From an optimization exercise on the open Yosys and OpenROAD flow, aimed at small area; shortcuts taken in it are not production practice. Only simulation tests tie the RTL to the original design; equivalence was not proved. Power is estimated from default activity; no workload was simulated.

## wb_commit_stage
module wb_commit_stage #(
  parameter int NLANE = 2,
  parameter int XLEN  = 64,
  parameter int DEPTH = 8
) (
  input  logic                    clk,
  input  logic                    rst,
  input  logic                    in_valid,
  output logic                    in_ready,
  input  logic [NLANE-1:0]        in_lane_valid,
  input  logic [NLANE-1:0]        in_wb_en,
  input  logic [5*NLANE-1:0]      in_wd,
  input  logic [XLEN*NLANE-1:0]   in_data,
  input  logic [XLEN*NLANE-1:0]   in_pc,
  input  logic [32*NLANE-1:0]     in_instr,
  output logic [NLANE-1:0]        rf_we,
  output logic [5*NLANE-1:0]      rf_wa,
  output logic [XLEN*NLANE-1:0]   rf_wdata,
  output logic                    commit_valid,
  input  logic                    commit_ready,
  output logic                    commit_is_wb,
  output logic [4:0]              commit_wd,
  output logic [XLEN-1:0]         commit_data,
  output logic [XLEN-1:0]         commit_pc,
  output logic [31:0]             commit_instr,
  output logic [$clog2(DEPTH):0]  commit_count
);
Size: about 2700 cells after synthesis.
==> flow/config.mk <==
export PLATFORM = sky130hd
export DESIGN_NAME = wb_commit_stage
export DESIGN_NICKNAME = wb_commit_stage
export VERILOG_FILES = /design/flow/design.v
export SDC_FILE = /design/flow/constraint.sdc
export NUM_CORES = 4
export LEC_CHECK = 0
export CAP_MARGIN = 20
export CORE_MARGIN = 2
export CORE_UTILIZATION = 62
export SLEW_MARGIN = 20
==> flow/constraint.sdc <==
create_clock -name core_clock -period 6.0 [get_ports {clk}]
set_input_delay 1.2000 -clock core_clock [delete_from_list [all_inputs] [get_ports {clk}]]
set_output_delay 1.2000 -clock core_clock [all_outputs]
set_load 0.01 [all_outputs]
standard.sh (not shown) runs the stock make flow with config.mk's settings and CLKGATE_MAP_FILE= SYNTH_SCRIPT=/design/flow/synth_recipe.tcl, a recipe that flattens the netlist after the stock synthesis.
==> flow/flow/run.sh <==
#!/bin/bash
# The standard ORFS flow (standard.sh) with three changes:
#  * synthesis is synth_recipe.tcl unchanged except that ABC maps with an
#    area-oriented script (flow/synth_area.tcl, flow/area.abc);
#  * port buffers use the smallest buffer, sky130_fd_sc_hd__buf_1;
#  * CTS clusters up to 16 sinks per leaf buffer with clkbuf_4/clkbuf_8 and
#    inserts no dummy loads.
# Synthesis output goes to synth.log, the rest of the flow to standard.log;
# ORFS keeps per-step logs in orfs/logs.
set -euo pipefail
W=$(pwd)
export BUFFER_PORTS_ARGS="-buffer_cell sky130_fd_sc_hd__buf_1"
export CTS_ARGS="-sink_clustering_enable -repair_clock_nets -dont_use_dummy_load -buf_list {sky130_fd_sc_hd__clkbuf_4 sky130_fd_sc_hd__clkbuf_8} -sink_clustering_size 16 -sink_clustering_max_diameter 80"
export AREA_ABC_SCRIPT=$W/flow/area.abc
export FLOW_SYNTH_TCL=$W/synth_recipe.tcl
# Same make call as standard.sh, but with our synthesis script, for the synth target.
MAKEARGS=$(grep -o 'make -C .*' standard.sh | sed -e 's/ "\${@:-finish}"$//' -e "s#SYNTH_SCRIPT=[^ ]*#SYNTH_SCRIPT=$W/flow/synth_area.tcl#")
eval "$MAKEARGS synth" > synth.log 2>&1
bash standard.sh > standard.log 2>&1
==> flow/flow/area.abc <==
strash
&get -n
&st
&synch2
&nf -a
&st
&dch
&nf -a
&st
&dch -f
&nf -a -R 1000
&put
==> flow/flow/synth_area.tcl <==
# The standard flow's synthesis script (synth_recipe.tcl) with one change: ABC maps with an
# area-oriented script (flow/area.abc) instead of ORFS's abc_speed.script.
proc abc {args} {
  set i [lsearch -exact $args -script]
  if {$i >= 0} { set args [lreplace $args [expr $i+1] [expr $i+1] $::env(AREA_ABC_SCRIPT)] }
  yosys abc {*}$args
}
source $::env(FLOW_SYNTH_TCL)
Edit:
CORE_UTILIZATION = 55   (was 62)
Power rose by 0.47%.
Synthesized cell count is unchanged.
Sequential cell count does not change.
Clock skew rose by 0.016 ns.
Edit:
--- a/flow/flow/run.sh
+++ b/flow/flow/run.sh
@@ -5,3 +5,3 @@
 #  * port buffers use the smallest buffer, sky130_fd_sc_hd__buf_1;
-#  * CTS clusters up to 16 sinks per leaf buffer with clkbuf_4/clkbuf_8 and
+#  * CTS clusters up to 18 sinks per leaf buffer with clkbuf_4/clkbuf_8 and
 #    inserts no dummy loads.
@@ -12,3 +12,3 @@
 export BUFFER_PORTS_ARGS="-buffer_cell sky130_fd_sc_hd__buf_1"
-export CTS_ARGS="-sink_clustering_enable -repair_clock_nets -dont_use_dummy_load -buf_list {sky130_fd_sc_hd__clkbuf_4 sky130_fd_sc_hd__clkbuf_8} -sink_clustering_size 16 -sink_clustering_max_diameter 80"
+export CTS_ARGS="-sink_clustering_enable -repair_clock_nets -dont_use_dummy_load -buf_list {sky130_fd_sc_hd__clkbuf_4 sky130_fd_sc_hd__clkbuf_8} -sink_clustering_size 18 -sink_clustering_max_diameter 80"
 export AREA_ABC_SCRIPT=$W/flow/area.abc
Clock skew falls by 0.055 ns.
Final cell count hardly moves.
Worst setup slack is worse by 0.0081 ns.
Total power falls by 0.65%.
Combinational power hardly moves.
Design area is about the same.
Flip-flop and latch count is unchanged.

* * *

Setup of main:
Another version of the RTL of wb_commit_stage (not shown whole).
For scale: roughly 3000 cells after synthesis, roughly 1400 flip-flops, about 650 I/O pins, roughly 52000 sq um of cells after synthesis.
clock: 6.0 ns
lec_check: 0
cap_margin: 20
core_margin: 2
core_utilization: 40
slew_margin: 20
==> flow/flow/run.sh <==
#!/bin/bash
# The standard ORFS flow (standard.sh) with two changes:
#  * port buffers use the smallest buffer, sky130_fd_sc_hd__buf_1;
#  * CTS clusters up to 16 sinks per leaf buffer with clkbuf_4/clkbuf_8 and
#    inserts no dummy loads.
# The whole make output goes to standard.log; ORFS keeps per-step logs in orfs/logs.
export BUFFER_PORTS_ARGS="-buffer_cell sky130_fd_sc_hd__buf_1"
export CTS_ARGS="-sink_clustering_enable -repair_clock_nets -dont_use_dummy_load -buf_list {sky130_fd_sc_hd__clkbuf_4 sky130_fd_sc_hd__clkbuf_8} -sink_clustering_size 16 -sink_clustering_max_diameter 80"
bash standard.sh > standard.log 2>&1
main: flow completed, timing, DRC and antenna clean
What the feature branch does differently from main at the input level:
Settings: CORE_UTILIZATION now 45, was 40.
==> flow/flow/run.sh <==
#!/bin/bash
# The standard ORFS flow (standard.sh) with three changes:
#  * synthesis is synth_recipe.tcl unchanged except that ABC maps with an
#    area-oriented script (flow/synth_area.tcl, flow/area.abc);
#  * port buffers use the smallest buffer, sky130_fd_sc_hd__buf_1;
#  * CTS clusters up to 16 sinks per leaf buffer with clkbuf_4/clkbuf_8 and
#    inserts no dummy loads.
# Synthesis output goes to synth.log, the rest of the flow to standard.log;
# ORFS keeps per-step logs in orfs/logs.
set -euo pipefail
W=$(pwd)
export BUFFER_PORTS_ARGS="-buffer_cell sky130_fd_sc_hd__buf_1"
export CTS_ARGS="-sink_clustering_enable -repair_clock_nets -dont_use_dummy_load -buf_list {sky130_fd_sc_hd__clkbuf_4 sky130_fd_sc_hd__clkbuf_8} -sink_clustering_size 16 -sink_clustering_max_diameter 80"
export AREA_ABC_SCRIPT=$W/flow/area.abc
export FLOW_SYNTH_TCL=$W/synth_recipe.tcl
# Same make call as standard.sh, but with our synthesis script, for the synth target.
MAKEARGS=$(grep -o 'make -C .*' standard.sh | sed -e 's/ "\${@:-finish}"$//' -e "s#SYNTH_SCRIPT=[^ ]*#SYNTH_SCRIPT=$W/flow/synth_area.tcl#")
eval "$MAKEARGS synth" > synth.log 2>&1
bash standard.sh > standard.log 2>&1
==> flow/flow/area.abc (new file) <==
strash
&get -n
&st
&synch2
&nf -a
&st
&dch
&nf -a
&put
==> flow/flow/synth_area.tcl (new file) <==
# The standard flow's synthesis script (synth_recipe.tcl) with one change: ABC maps with an
# area-oriented script (flow/area.abc) instead of ORFS's abc_speed.script.
proc abc {args} {
  set i [lsearch -exact $args -script]
  if {$i >= 0} { set args [lreplace $args [expr $i+1] [expr $i+1] $::env(AREA_ABC_SCRIPT)] }
  yosys abc {*}$args
}
source $::env(FLOW_SYNTH_TCL)
As far as adder-cell area share of the yosys netlist is concerned, the feature branch and main perform about the same.
Layout-stage area growth over the synthesis result, main and the feature branch: larger value in the feature branch
Compared with main, in the feature branch total detailed-routing wirelength moved down; fraction of the cycle the final worst path needs moved up.

afterwards: timing with drivers on the ports:
Ports are ideal in the flow. The routed layouts listed here were re-timed in OpenROAD.
Step 1 assumes that a clkbuf_16 drives the clock port and a buf_2 every other input.
Step 2 moves the port delays by t, midway between the first and last clock arrival at a register: inputs arrive t later, outputs are due t later. That takes back most of the time a late clock gives input paths.
Slacks: ideal ports / drivers / drivers and shift; pairs: ideal ports / drivers.
run | t, ns | setup slack, ns | hold slack, ns
the first run of note 1 | 0.790 | 1.094 / 1.094 / 0.862 | 0.452 / 0.408 / 0.658
the second run of note 1 | 0.832 | 1.494 / 1.424 / 0.881 | 0.434 / 0.385 / 0.626
the third run of note 1 | 0.835 | 1.486 / 1.414 / 0.879 | 0.422 / 0.370 / 0.646
main | 0.887 | 1.607 / 1.530 / 1.019 | 0.505 / 0.452 / 0.639
the feature branch | 0.824 | 1.443 / 1.402 / 0.686 | 0.423 / 0.375 / 0.629
After both steps every run listed still meets setup and hold. The setup slack of the feature branch, which loses most, moves by -0.041 ns with the drivers and by -0.757 ns with both steps.
